This is an optimization exercise on Yosys and OpenROAD, whose aim is small area and a short achievable clock period, not a production implementation. In this exercise RTL edits were held to simulation tests only and were not proved equivalent to the original. Power and IR drop assume default switching activity.

==> exp/pepper: inputs <==
==> flow/design.v <==
`default_nettype none
`timescale 1ns/1ps
module uart_rx_core #(
  parameter int CLKS_PER_BIT = 16
) (
  input  wire        clk,
  input  wire        rst_n,
  input  wire        rx,
  output logic [7:0] rx_byte,
  output logic       rx_byte_valid,
  output logic       rx_frame_err
);
  localparam logic [2:0] RX_IDLE      = 3'd0;
  localparam logic [2:0] RX_START     = 3'd1;
  localparam logic [2:0] RX_DATA      = 3'd2;
  localparam logic [2:0] RX_STOP      = 3'd3;
  localparam logic [2:0] RX_WAIT_IDLE = 3'd4;
  localparam int              c_cw        = (CLKS_PER_BIT > 2) ? $clog2(CLKS_PER_BIT) : 1;
  localparam logic [c_cw-1:0] c_bit_last  = c_cw'(CLKS_PER_BIT - 1);
  localparam logic [c_cw-1:0] c_half_last = c_cw'(CLKS_PER_BIT / 2 - 1);
  logic [1:0]      r_sync;
  logic            w_rx;
  logic [2:0]      r_state, w_state_nxt;
  logic [c_cw-1:0] r_cnt, w_cnt_nxt;
  logic [2:0]      r_bit, w_bit_nxt;
  logic [7:0]      r_shift, w_shift_nxt;
  logic            r_valid, w_valid_nxt;
  logic            r_ferr, w_ferr_nxt;
  assign w_rx          = r_sync[1];
  assign rx_byte       = r_shift;
  assign rx_byte_valid = r_valid;
  assign rx_frame_err  = r_ferr;
  always_ff @(posedge clk or negedge rst_n) begin
    if (!rst_n) begin
      r_sync  <= 2'b11;
      r_state <= RX_IDLE;
      r_cnt   <= '0;
      r_bit   <= '0;
      r_shift <= '0;
      r_valid <= 1'b0;
      r_ferr  <= 1'b0;
    end else begin
      r_sync  <= {r_sync[0], rx};
      r_state <= w_state_nxt;
      r_cnt   <= w_cnt_nxt;
      r_bit   <= w_bit_nxt;
      r_shift <= w_shift_nxt;
      r_valid <= w_valid_nxt;
      r_ferr  <= w_ferr_nxt;
    end
  end
  always_comb begin
    w_state_nxt = r_state;
    w_cnt_nxt   = r_cnt + 1'b1;
    w_bit_nxt   = r_bit;
    w_shift_nxt = r_shift;
    w_valid_nxt = 1'b0;
    w_ferr_nxt  = 1'b0;
    case (r_state)
      RX_IDLE: begin
        w_cnt_nxt = '0;
        if (!w_rx) w_state_nxt = RX_START;
      end
      RX_START: begin
        if (r_cnt == c_half_last) begin
          w_cnt_nxt   = '0;
          w_bit_nxt   = '0;
          w_state_nxt = w_rx ? RX_IDLE : RX_DATA;
        end
      end
      RX_DATA: begin
        if (r_cnt == c_bit_last) begin
          w_cnt_nxt   = '0;
          w_shift_nxt = {w_rx, r_shift[7:1]};
          w_bit_nxt   = r_bit + 3'd1;
          if (r_bit == 3'd7) w_state_nxt = RX_STOP;
        end
      end
      RX_STOP: begin
        if (r_cnt == c_bit_last) begin
          w_cnt_nxt = '0;
          if (w_rx) begin
            w_valid_nxt = 1'b1;
            w_state_nxt = RX_IDLE;
          end else begin
            w_ferr_nxt  = 1'b1;
            w_state_nxt = RX_WAIT_IDLE;
          end
        end
      end
      RX_WAIT_IDLE: begin
        w_cnt_nxt = '0;
        if (w_rx) w_state_nxt = RX_IDLE;
      end
      default: begin
        w_cnt_nxt   = '0;
        w_state_nxt = RX_IDLE;
      end
    endcase
  end
endmodule
`default_nettype wire
`default_nettype none
`timescale 1ns/1ps
module uart_word_receiver #(
  parameter int CLKS_PER_BIT = 16,
  parameter int FIFO_AW      = 9
) (
  input  wire                        CLK,
  input  wire                        INITIALIZE_N,
  input  wire                        UART_RX,
  input  wire                        RX_ENABLE,
  input  wire                        FLUSH,
  input  wire                        WORD_READY,
  output logic                       WORD_VALID,
  output logic [31:0]                WORD_DATA,
  output logic [FIFO_AW-1:0]         FILL_LEVEL,
  output logic                       OVERFLOW,
  output logic                       FRAME_ERR
);
  localparam int RAW  = FIFO_AW - 2;    
  localparam int ROWS = 2**RAW;
  localparam int LOW  = RAW / 2;        
  localparam int HIW  = RAW - LOW;
  logic [1:0]         r_rst_sync;
  logic               w_rst_n;
  logic [7:0]         w_rx_byte;
  logic               w_rx_valid;
  logic               w_rx_ferr;
  logic [ROWS*32-1:0] r_mem;
  logic [FIFO_AW-1:0] r_wr_ptr;         
  logic [FIFO_AW-1:0] r_count;          
  logic [1:0]         r_rd_pos;         
  logic [RAW-1:0]     r_nrow;           
  logic [2**LOW-1:0]  r_nsel_lo;        
  logic [2**HIW-1:0]  r_nsel_hi;
  logic [31:0]        r_next;           
  logic [31:0]        r_head;           
  logic               r_word_valid;
  logic [31:0]        r_word_data;
  logic               r_overflow, r_frame_err;
  logic               w_empty, w_full, w_push, w_drop, w_pop, w_adv;
  logic [ROWS-1:0]    w_wr_row;
  logic [3:0]         w_wr_byte;
  logic [ROWS-1:0]    w_rd_row;
  logic [31:0]        w_mem_rd;
  logic [FIFO_AW-1:0] w_wr_off;
  logic [2**LOW-1:0]  w_wr_lo;
  logic [2**HIW-1:0]  w_wr_hi;
  always_ff @(posedge CLK or negedge INITIALIZE_N) begin
    if (!INITIALIZE_N) r_rst_sync <= 2'b00;
    else               r_rst_sync <= {r_rst_sync[0], 1'b1};
  end
  assign w_rst_n = r_rst_sync[1];
  uart_rx_core #(
    .CLKS_PER_BIT (CLKS_PER_BIT)
  ) u_rx (
    .clk           (CLK),
    .rst_n         (w_rst_n),
    .rx            (UART_RX),
    .rx_byte       (w_rx_byte),
    .rx_byte_valid (w_rx_valid),
    .rx_frame_err  (w_rx_ferr)
  );
  assign w_empty = (r_count == '0);
  assign w_full  = (r_count == {FIFO_AW{1'b1}});
  assign w_push  = w_rx_valid & RX_ENABLE & ~w_full & ~FLUSH;
  assign w_drop  = w_rx_valid & RX_ENABLE & w_full;
  assign w_pop   = ~w_empty & ~(r_word_valid & ~WORD_READY) & ~FLUSH;
  assign w_adv   = w_pop & (r_rd_pos == 2'd3);
  always_comb begin
    for (int i = 0; i < 2**LOW; i++) w_wr_lo[i] = (r_wr_ptr[2 +: LOW] == LOW'(i));
    for (int i = 0; i < 2**HIW; i++) w_wr_hi[i] = (r_wr_ptr[2+LOW +: HIW] == HIW'(i));
    for (int i = 0; i < 4; i++)      w_wr_byte[i] = (r_wr_ptr[1:0] == 2'(i));
    for (int i = 0; i < ROWS; i++)   w_wr_row[i] = w_wr_hi[i >> LOW] & w_wr_lo[i % (2**LOW)];
  end
  always_ff @(posedge CLK) begin
    for (int i = 0; i < ROWS; i++)
      for (int j = 0; j < 4; j++)
        if (w_wr_row[i] & w_wr_byte[j]) r_mem[32*i + 24 - 8*j +: 8] <= w_rx_byte;
  end
  always_comb begin
    for (int i = 0; i < ROWS; i++) w_rd_row[i] = r_nsel_hi[i >> LOW] & r_nsel_lo[i % (2**LOW)];
    w_mem_rd = '0;
    for (int i = 0; i < ROWS; i++) w_mem_rd = w_mem_rd | (r_mem[32*i +: 32] & {32{w_rd_row[i]}});
  end
  always_ff @(posedge CLK) begin
    for (int i = 0; i < 2**LOW; i++) r_nsel_lo[i] <= (r_nrow[LOW-1:0] == LOW'(i));
    for (int i = 0; i < 2**HIW; i++) r_nsel_hi[i] <= (r_nrow[RAW-1:LOW] == HIW'(i));
    r_next <= w_mem_rd;
  end
  assign w_wr_off = r_count + FIFO_AW'(r_rd_pos);
  always_ff @(posedge CLK) begin
    for (int j = 0; j < 4; j++) begin
      if (w_adv)                          r_head[24 - 8*j +: 8] <= r_next[24 - 8*j +: 8];
      else if (w_wr_off == FIFO_AW'(j))   r_head[24 - 8*j +: 8] <= w_rx_byte;
    end
    if (w_adv) r_word_data <= r_head;
  end
  always_ff @(posedge CLK or negedge w_rst_n) begin
    if (!w_rst_n) begin
      r_wr_ptr     <= '0;
      r_count      <= '0;
      r_rd_pos     <= '0;
      r_nrow       <= RAW'(1);
      r_word_valid <= 1'b0;
      r_overflow   <= 1'b0;
      r_frame_err  <= 1'b0;
    end else if (FLUSH) begin
      r_wr_ptr     <= '0;
      r_count      <= '0;
      r_rd_pos     <= '0;
      r_nrow       <= RAW'(1);
      r_word_valid <= 1'b0;
      r_overflow   <= 1'b0;
      r_frame_err  <= 1'b0;
    end else begin
      if (w_push) r_wr_ptr <= r_wr_ptr + 1'b1;
      if (w_push & ~w_pop)      r_count <= r_count + 1'b1;
      else if (w_pop & ~w_push) r_count <= r_count - 1'b1;
      if (w_pop) r_rd_pos <= r_rd_pos + 2'd1;
      if (w_adv) r_nrow <= r_nrow + 1'b1;
      if (w_adv)           r_word_valid <= 1'b1;
      else if (WORD_READY) r_word_valid <= 1'b0;
      if (w_drop)    r_overflow  <= 1'b1;
      if (w_rx_ferr) r_frame_err <= 1'b1;
    end
  end
  assign WORD_VALID = r_word_valid;
  assign WORD_DATA  = r_word_data;
  assign FILL_LEVEL = r_count;
  assign OVERFLOW   = r_overflow;
  assign FRAME_ERR  = r_frame_err;
endmodule
`default_nettype wire
==> flow/run.sh <==
#!/bin/bash
# synth_recipe.tcl (not shown) runs the flow's synth.tcl, then flattens the netlist and writes it again
# the make line also repeats each setting of config.mk as NAME=value (left out here)
make -C /OpenROAD-flow-scripts/flow DESIGN_CONFIG=/design/flow/config.mk WORK_HOME=/design/flow/orfs CLKGATE_MAP_FILE= SYNTH_SCRIPT=/design/flow/synth_recipe.tcl finish
==> flow/config.mk <==
export PLATFORM = sky130hd
export DESIGN_NAME = uart_word_receiver
export DESIGN_NICKNAME = uart_word_receiver
export VERILOG_FILES = /design/flow/design.v
export SDC_FILE = /design/flow/constraint.sdc
export NUM_CORES = 4
export LEC_CHECK = 0
export CAP_MARGIN = 40
export CORE_MARGIN = 2
export CORE_UTILIZATION = 40
export SLEW_MARGIN = 30
==> flow/constraint.sdc <==
create_clock -name core_clock -period 5.5 [get_ports {CLK}]
set_input_delay 1.1000 -clock core_clock [delete_from_list [all_inputs] [get_ports {CLK}]]
set_output_delay 1.1000 -clock core_clock [all_outputs]
set_load 0.01 [all_outputs]
==> inputs of exp/tundra, as changes to exp/pepper <==
==> flow/design.v, changed modules only <==
module uart_word_receiver #(
  parameter int CLKS_PER_BIT = 16,
  parameter int FIFO_AW      = 9
) (
  input  wire                        CLK,
  input  wire                        INITIALIZE_N,
  input  wire                        UART_RX,
  input  wire                        RX_ENABLE,
  input  wire                        FLUSH,
  input  wire                        WORD_READY,
  output logic                       WORD_VALID,
  output logic [31:0]                WORD_DATA,
  output logic [FIFO_AW-1:0]         FILL_LEVEL,
  output logic                       OVERFLOW,
  output logic                       FRAME_ERR
);
  localparam int RAW  = FIFO_AW - 2;    
  localparam int ROWS = 2**RAW;
  localparam int LOW  = RAW / 2;        
  localparam int HIW  = RAW - LOW;
  logic [1:0]         r_rst_sync;
  logic               w_rst_n;
  logic [7:0]         w_rx_byte;
  logic               w_rx_valid;
  logic               w_rx_ferr;
  logic [ROWS*32-1:0] r_mem;
  logic [FIFO_AW-1:0] r_wr_ptr;         
  logic [FIFO_AW-1:0] r_count;          
  logic [1:0]         r_rd_pos;         
  logic [RAW-1:0]     r_nrow;           
  logic [2**LOW-1:0]  r_nsel_lo;        
  logic [2**HIW-1:0]  r_nsel_hi;
  logic [3:0][31:0]   r_next_q;         
  logic [31:0]        r_head;           
  logic               r_word_valid;
  logic [31:0]        r_word_data;
  logic               r_overflow, r_frame_err;
  logic               r_empty, r_full;   
  logic               w_empty, w_full, w_push, w_drop, w_pop, w_adv;
  logic [ROWS-1:0]    w_wr_row;
  logic [ROWS-1:0]    w_rd_row;
  logic [3:0][31:0]   w_mem_rd_q;
  logic [31:0]        w_next;
  logic [FIFO_AW-1:0] w_wr_off;
  logic [3:0]         r_hsel;           
  logic [FIFO_AW-1:0] w_cnt_inc, w_cnt_dec;
  logic [2**LOW-1:0]  r_wr_lo;          
  logic [2**HIW-1:0]  r_wr_hi;
  logic [3:0]         r_wr_byte;
  always_ff @(posedge CLK or negedge INITIALIZE_N) begin
    if (!INITIALIZE_N) r_rst_sync <= 2'b00;
    else               r_rst_sync <= {r_rst_sync[0], 1'b1};
  end
  assign w_rst_n = r_rst_sync[1];
  uart_rx_core #(
    .CLKS_PER_BIT (CLKS_PER_BIT)
  ) u_rx (
    .clk           (CLK),
    .rst_n         (w_rst_n),
    .rx            (UART_RX),
    .rx_byte       (w_rx_byte),
    .rx_byte_valid (w_rx_valid),
    .rx_frame_err  (w_rx_ferr)
  );
  assign w_empty = r_empty;
  assign w_full  = r_full;
  assign w_push  = w_rx_valid & RX_ENABLE & ~w_full & ~FLUSH;
  assign w_drop  = w_rx_valid & RX_ENABLE & w_full;
  assign w_pop   = ~w_empty & ~(r_word_valid & ~WORD_READY) & ~FLUSH;
  assign w_adv   = w_pop & (r_rd_pos == 2'd3);
  always_ff @(posedge CLK) begin
    for (int i = 0; i < 2**LOW; i++) r_wr_lo[i] <= (r_wr_ptr[2 +: LOW] == LOW'(i));
    for (int i = 0; i < 2**HIW; i++) r_wr_hi[i] <= (r_wr_ptr[2+LOW +: HIW] == HIW'(i));
    for (int i = 0; i < 4; i++)      r_wr_byte[i] <= (r_wr_ptr[1:0] == 2'(i));
  end
  always_comb begin
    for (int i = 0; i < ROWS; i++) w_wr_row[i] = r_wr_hi[i >> LOW] & r_wr_lo[i % (2**LOW)];
  end
  always_ff @(posedge CLK) begin
    for (int i = 0; i < ROWS; i++)
      for (int j = 0; j < 4; j++)
        if (w_wr_row[i] & r_wr_byte[j]) r_mem[32*i + 24 - 8*j +: 8] <= w_rx_byte;
  end
  always_comb begin
    for (int i = 0; i < ROWS; i++) w_rd_row[i] = r_nsel_hi[i >> LOW] & r_nsel_lo[i % (2**LOW)];
    for (int q = 0; q < 4; q++) begin
      w_mem_rd_q[q] = '0;
      for (int i = q*ROWS/4; i < (q+1)*ROWS/4; i++)
        w_mem_rd_q[q] = w_mem_rd_q[q] | (r_mem[32*i +: 32] & {32{w_rd_row[i]}});
    end
  end
  always_ff @(posedge CLK) begin
    for (int i = 0; i < 2**LOW; i++) r_nsel_lo[i] <= (r_nrow[LOW-1:0] == LOW'(i));
    for (int i = 0; i < 2**HIW; i++) r_nsel_hi[i] <= (r_nrow[RAW-1:LOW] == HIW'(i));
    for (int q = 0; q < 4; q++) r_next_q[q] <= w_mem_rd_q[q];
  end
  assign w_next = r_next_q[0] | r_next_q[1] | r_next_q[2] | r_next_q[3];
  assign w_cnt_inc = r_count + 1'b1;
  assign w_cnt_dec = r_count - 1'b1;
  assign w_wr_off = r_count + FIFO_AW'(r_rd_pos);
  always_ff @(posedge CLK) begin
    for (int j = 0; j < 4; j++) begin
      r_hsel[j] <= (w_wr_off == FIFO_AW'(j));
      if (r_hsel[j])  r_head[24 - 8*j +: 8] <= w_rx_byte;
      else if (w_adv) r_head[24 - 8*j +: 8] <= w_next[24 - 8*j +: 8];
    end
    if (w_adv) r_word_data <= r_head;
  end
  always_ff @(posedge CLK or negedge w_rst_n) begin
    if (!w_rst_n) begin
      r_wr_ptr     <= '0;
      r_count      <= '0;
      r_empty      <= 1'b1;
      r_full       <= 1'b0;
      r_rd_pos     <= '0;
      r_nrow       <= RAW'(1);
      r_word_valid <= 1'b0;
      r_overflow   <= 1'b0;
      r_frame_err  <= 1'b0;
    end else if (FLUSH) begin
      r_wr_ptr     <= '0;
      r_count      <= '0;
      r_empty      <= 1'b1;
      r_full       <= 1'b0;
      r_rd_pos     <= '0;
      r_nrow       <= RAW'(1);
      r_word_valid <= 1'b0;
      r_overflow   <= 1'b0;
      r_frame_err  <= 1'b0;
    end else begin
      if (w_push) r_wr_ptr <= r_wr_ptr + 1'b1;
      if (w_push & ~w_pop) begin
        r_count <= w_cnt_inc;
        r_empty <= 1'b0;
        r_full  <= (r_count == {{(FIFO_AW-1){1'b1}}, 1'b0});
      end else if (w_pop & ~w_push) begin
        r_count <= w_cnt_dec;
        r_empty <= (r_count == FIFO_AW'(1));
        r_full  <= 1'b0;
      end
      if (w_pop) r_rd_pos <= r_rd_pos + 2'd1;
      if (w_adv) r_nrow <= r_nrow + 1'b1;
      if (w_adv)           r_word_valid <= 1'b1;
      else if (WORD_READY) r_word_valid <= 1'b0;
      if (w_drop)    r_overflow  <= 1'b1;
      if (w_rx_ferr) r_frame_err <= 1'b1;
    end
  end
  assign WORD_VALID = r_word_valid;
  assign WORD_DATA  = r_word_data;
  assign FILL_LEVEL = r_count;
  assign OVERFLOW   = r_overflow;
  assign FRAME_ERR  = r_frame_err;
endmodule
- CORE_UTILIZATION: 40 -> 60
- SETUP_SLACK_MARGIN: not set -> 2.8
==> summary of the runs <==
Against exp/pepper, the flip-flop and latch count of exp/tundra is higher by 130.
In exp/tundra the critical path depth is lower than in exp/pepper, by 7.
In exp/pepper the non-clock buffer count is higher than in exp/tundra, by 465.
Of exp/tundra and exp/pepper, exp/tundra has the higher count of clock-buffer cells in the layout (gap 17).
Of exp/pepper and exp/tundra, exp/pepper has the higher wire length (gap 57%, measured against exp/tundra).
In exp/tundra the via count is smaller than in exp/pepper, by 14%.
Against exp/pepper, the register-to-register slack of exp/tundra is higher by 1.3 ns.
In exp/tundra the first-iteration DRC count is smaller than in exp/pepper, by about 40%.
exp/pepper went through all stages and came out clean. exp/tundra produced a clean layout.
Between exp/pepper and exp/tundra, the lower utilization is in exp/pepper (gap 21 points).
The combinational power of exp/pepper is 2.5 times that of exp/tundra.
Between exp/pepper and exp/tundra, the lower fmax is in exp/pepper (gap about 30%, measured against exp/tundra).

re-timing with driven ports:
How much do the figures lean on ideal ports? The routed layouts below were timed once more, with nothing changed but the port constraints.
Step 1 assumes that a clkbuf_16 drives the clock port and a buf_2 every other input.
Step 2, shift: input delay + t, output delay - t, t = (earliest + latest rising clock arrival at the registers) / 2. This alone moves slack from input paths to output paths.
Three values: ideal ports, drivers, drivers and shift; two values: the first two.
run	t, ns	setup WS [ns]	worst hold slack (ns)
exp/pepper	1.170	1.408 / 1.408 / 0.941	0.198 / 0.169 / 0.198
exp/tundra	1.038	2.610 / 2.512 / 1.927	0.077 / 0.077 / 0.077
After both steps every run listed still meets setup and hold. For exp/tundra, which loses most, drivers alone change the setup slack by -0.098 ns; drivers and shift together by -0.683 ns.
